What follows belongs to an exercise in optimizing a design on an open flow for small area, a short achievable clock period and few clock cycles; a production flow would make more cautious choices.
In this exercise RTL edits were held to simulation tests only and were not proved equivalent to the original.
The clock port is modelled as an ideal driver, which makes a skipped or thinned clock tree look cheaper than it is; a real chip needs a root buffer or a tree.
Power and IR drop assume default switching activity.

==> flow/design.v <==
package pkt_loopback_pkg;
    typedef struct packed {
        logic                sop;
        logic                eop;
        logic [3-1:0] empty;
        logic [64-1:0]  data;
    } beat_t;
    typedef logic [$clog2(16 + 1)-1:0] beat_idx_t;
    typedef enum logic [1:0] {
        st_idle,
        st_load,
        st_send,
        st_done
    } tx_state_e;
endpackage
`timescale 1ns/1ns
module pkt_loopback_top (
    input  logic  rd_clk,
    input  logic  rd_rst_n,
    input  logic  link_up,
    input  logic  rx_valid,
    input  pkt_loopback_pkg::beat_t rx_beat,
    output logic  tx_valid,
    output pkt_loopback_pkg::beat_t tx_beat,
    input  logic  tx_ready
);
    localparam int N  = 16;          
    localparam int W  = 64 + 3 + 1;   
    localparam int P  = 4;           
    localparam int PW = 64 / P;
    logic [W-1:0] slot [N];
    logic [P-1:1] carry;             
    logic [N-1:0] v;                 
    logic [N-1:0] move;              
    logic         pop;
    logic         tv;                
    logic         next_sop;          
    logic         out_sop;
    assign pop = tv && tx_ready;
    logic [N-1:1] room;              
    logic [N:0]   none;              
    logic [N:0]   one;               
    logic [N-1:0] none_below_top;    
    logic [N-1:0] v_stay;            
    logic [N-1:0] v_shift;           
    logic [N-1:0] v_nxt;
    logic [N-1:1] room_nxt;
    always_comb begin
        none[N] = 1'b1;
        one[N]  = 1'b1;
        for (int i = N - 1; i >= 0; i--) begin
            none[i] = none[i+1] && v[i];
            one[i]  = v[i] ? one[i+1] : none[i+1];
        end
        none_below_top[N-1] = 1'b1;
        for (int i = N - 2; i >= 0; i--) begin
            none_below_top[i] = none_below_top[i+1] && v[i];
        end
        move[0] = rx_valid;
        for (int i = 1; i < N; i++) begin
            move[i] = room[i] || (v[i-1] && pop);
        end
        v_stay[0]  = rx_valid || (v[0] && none[1]);
        v_shift[0] = rx_valid;
        for (int i = 1; i < N; i++) begin
            v_stay[i]  = room[i] || (v[i] && none[i+1]);
            v_shift[i] = v[i-1];
        end
        v_nxt = pop ? v_shift : v_stay;
        room_nxt[1] = rx_valid && (pop ? !none_below_top[0] : !one[0]);
        for (int i = 2; i < N; i++) begin
            room_nxt[i] = v[i-2] && (pop ? !none_below_top[i-1] : !one[i-1]);
        end
    end
    logic [W-1:0] step [P];
    logic [P-1:0] cout;
    always_comb begin
        for (int i = 0; i < P; i++) begin
            logic         cin;
            logic [PW-1:0] part;
            cin     = (i == 0) ? 1'b1 : carry[i == 0 ? 1 : i];
            part    = slot[i][i*PW +: PW];
            step[i] = slot[i];
            step[i][i*PW +: PW] = part + PW'(cin);
            cout[i] = cin && (&part);
        end
    end
    always_ff @(posedge rd_clk) begin
        if (move[0]) begin
            slot[0] <= {rx_beat.eop,
                        rx_beat.empty & {3{rx_beat.eop}},
                        rx_beat.data};
        end
        for (int i = 1; i <= P; i++) begin
            if (move[i]) begin
                slot[i] <= step[i-1];
            end
        end
        for (int i = 1; i < P; i++) begin
            if (move[i]) begin
                carry[i] <= cout[i-1];
            end
        end
        for (int i = P + 1; i < N - 1; i++) begin
            if (move[i]) begin
                slot[i] <= slot[i-1];
            end
        end
    end
    logic top_free;
    assign top_free = pop || !v[N-1];
    always_ff @(posedge rd_clk) begin
        if (top_free) begin
            slot[N-1] <= slot[N-2];
            out_sop   <= next_sop;
        end
    end
    always_ff @(posedge rd_clk or negedge rd_rst_n) begin
        if (!rd_rst_n) begin
            v        <= '0;
            room     <= '0;
            tv       <= 1'b0;
            next_sop <= 1'b1;
        end else begin
            v        <= v_nxt;
            room     <= room_nxt;
            if (move[N-1]) begin
                next_sop <= slot[N-2][W-1];
            end
            tv       <= v_nxt[N-1] && link_up;
        end
    end
    always_ff @(posedge rd_clk) begin
        tx_valid <= v_nxt[N-1] && link_up;
    end
    assign tx_beat = {out_sop, slot[N-1]};
endmodule
clock: 5.0 ns
lec_check: 0
cap_margin: 20
core_margin: 2
core_utilization: 65
setup_slack_margin: 3.05
slew_margin: 20
standard.sh (not shown) runs the stock make flow with config.mk's settings and CLKGATE_MAP_FILE= SYNTH_SCRIPT=/design/flow/synth_recipe.tcl, a recipe that flattens the netlist after the stock synthesis.
==> flow/flow/run.sh <==
#!/bin/bash
# The standard layout with two changes: the port buffers are buf_2 cells
# rather than the delay buffer that buffer_ports picks by default (every port
# still gets its own buffer), and the clock tree is built by cts_tree.tcl, a
# balanced two-level tree, in place of TritonCTS's three-level one. The make
# output goes to standard_flow.log here; ORFS keeps each step's log under
# orfs/logs.
set -euo pipefail
here=$(pwd)
bash standard.sh BUFFER_PORTS_ARGS="-buffer_cell sky130_fd_sc_hd__buf_2" \
  PRE_CTS_TCL="$here/flow/cts_tree.tcl" finish > standard_flow.log 2>&1
Other scripts of this flow, unchanged in this note and not shown: flow/flow/cts_tree.tcl
Testbench counts at the start, summed over its fixed seeds: cycles 4,916.
Change:
--- a/flow/design.v
+++ b/flow/design.v
@@ -37,40 +37,41 @@
     logic         next_sop;          
     logic         out_sop;
     assign pop = tv && tx_ready;
     logic [N-1:1] room;              
-    logic [N:0]   none;              
-    logic [N:0]   one;               
-    logic [N-1:0] none_below_top;    
+    logic [N:0]   empty_from;        
+    logic [N-1:0] gap_at;            
+    logic [N-1:0] two_from;          
     logic [N-1:0] v_stay;            
     logic [N-1:0] v_shift;           
     logic [N-1:0] v_nxt;
     logic [N-1:1] room_nxt;
     always_comb begin
-        none[N] = 1'b1;
-        one[N]  = 1'b1;
-        for (int i = N - 1; i >= 0; i--) begin
-            none[i] = none[i+1] && v[i];
-            one[i]  = v[i] ? one[i+1] : none[i+1];
+        empty_from[N] = 1'b0;
+        for (int i = 0; i < N; i++) begin
+            empty_from[i] = !v[i] || ((i < N - 1) ? room[(i < N - 1) ? i + 1 : 1] : 1'b0);
         end
-        none_below_top[N-1] = 1'b1;
+        for (int i = 0; i < N; i++) begin
+            gap_at[i] = !v[i] && empty_from[i+1];
+        end
+        two_from[N-1] = 1'b0;
         for (int i = N - 2; i >= 0; i--) begin
-            none_below_top[i] = none_below_top[i+1] && v[i];
+            two_from[i] = two_from[i+1] || gap_at[i];
         end
         move[0] = rx_valid;
         for (int i = 1; i < N; i++) begin
             move[i] = room[i] || (v[i-1] && pop);
         end
-        v_stay[0]  = rx_valid || (v[0] && none[1]);
+        v_stay[0]  = rx_valid || (v[0] && !empty_from[1]);
         v_shift[0] = rx_valid;
         for (int i = 1; i < N; i++) begin
-            v_stay[i]  = room[i] || (v[i] && none[i+1]);
+            v_stay[i]  = room[i] || (v[i] && !empty_from[i+1]);
             v_shift[i] = v[i-1];
         end
         v_nxt = pop ? v_shift : v_stay;
-        room_nxt[1] = rx_valid && (pop ? !none_below_top[0] : !one[0]);
+        room_nxt[1] = rx_valid && (two_from[0] || (pop && v[N-1] && empty_from[0]));
         for (int i = 2; i < N; i++) begin
-            room_nxt[i] = v[i-2] && (pop ? !none_below_top[i-1] : !one[i-1]);
+            room_nxt[i] = v[i-2] && (two_from[i-1] || (pop && v[N-1] && empty_from[i-1]));
         end
     end
     logic [W-1:0] step [P];
     logic [P-1:0] cout;
@@ -106,15 +107,13 @@
                 slot[i] <= slot[i-1];
             end
         end
     end
-    logic top_free;
-    assign top_free = pop || !v[N-1];
+    logic keep_top;
+    assign keep_top = v[N-1] && !pop;
     always_ff @(posedge rd_clk) begin
-        if (top_free) begin
-            slot[N-1] <= slot[N-2];
-            out_sop   <= next_sop;
-        end
+        slot[N-1] <= (slot[N-2] & {W{move[N-1]}}) | (slot[N-1] & {W{keep_top}});
+        out_sop   <= (next_sop & move[N-1]) | (out_sop & keep_top);
     end
     always_ff @(posedge rd_clk or negedge rd_rst_n) begin
         if (!rd_rst_n) begin
             v        <= '0;
=>
- worst hold slack hardly moves
- critical path depth does not change
- routed wire length climbs by 12%
- cell area climbs by 2.1%
- global-route usage rises by 1.9 points
- synthesized cell count increases by 3.0%
- synthesized area goes down by 0.72%
- worst setup slack improves by 0.054 ns
- combinational power rises by 44%
- total power increases by 8.8%
Testbench counts after the change, summed over its fixed seeds: cycles 4,916.
In every run of this note, the design's own scripts or RTL, not TritonCTS, make the clock network.

==> separate check: timing with driven ports <==
In the flow no input, the clock included, has a driving cell. The finished layouts below were timed again as built, in two steps.
Step 1 assumes that a clkbuf_16 drives the clock port and a buf_2 every other input.
Step 2 moves the port delays by t, midway between the first and last clock arrival at a register: inputs arrive t later, outputs are due t later. That takes back most of the time a late clock gives input paths.
Three values: ideal ports, drivers, drivers and shift; two values: the first two.
run | t, ns | setup WS [ns] | worst setup path at the end | slew at the worst register clock pin (ns)
the first run | 0.524 | 3.032 / 2.920 / 2.718 | input to register | 0.09 / 0.09
the second run | 0.538 | 3.086 / 2.963 / 2.646 | input to register | 0.09 / 0.09
After both steps every run listed still meets setup and hold. For the second run, which loses most, drivers alone change the setup slack by -0.123 ns; drivers and shift together by -0.440 ns.
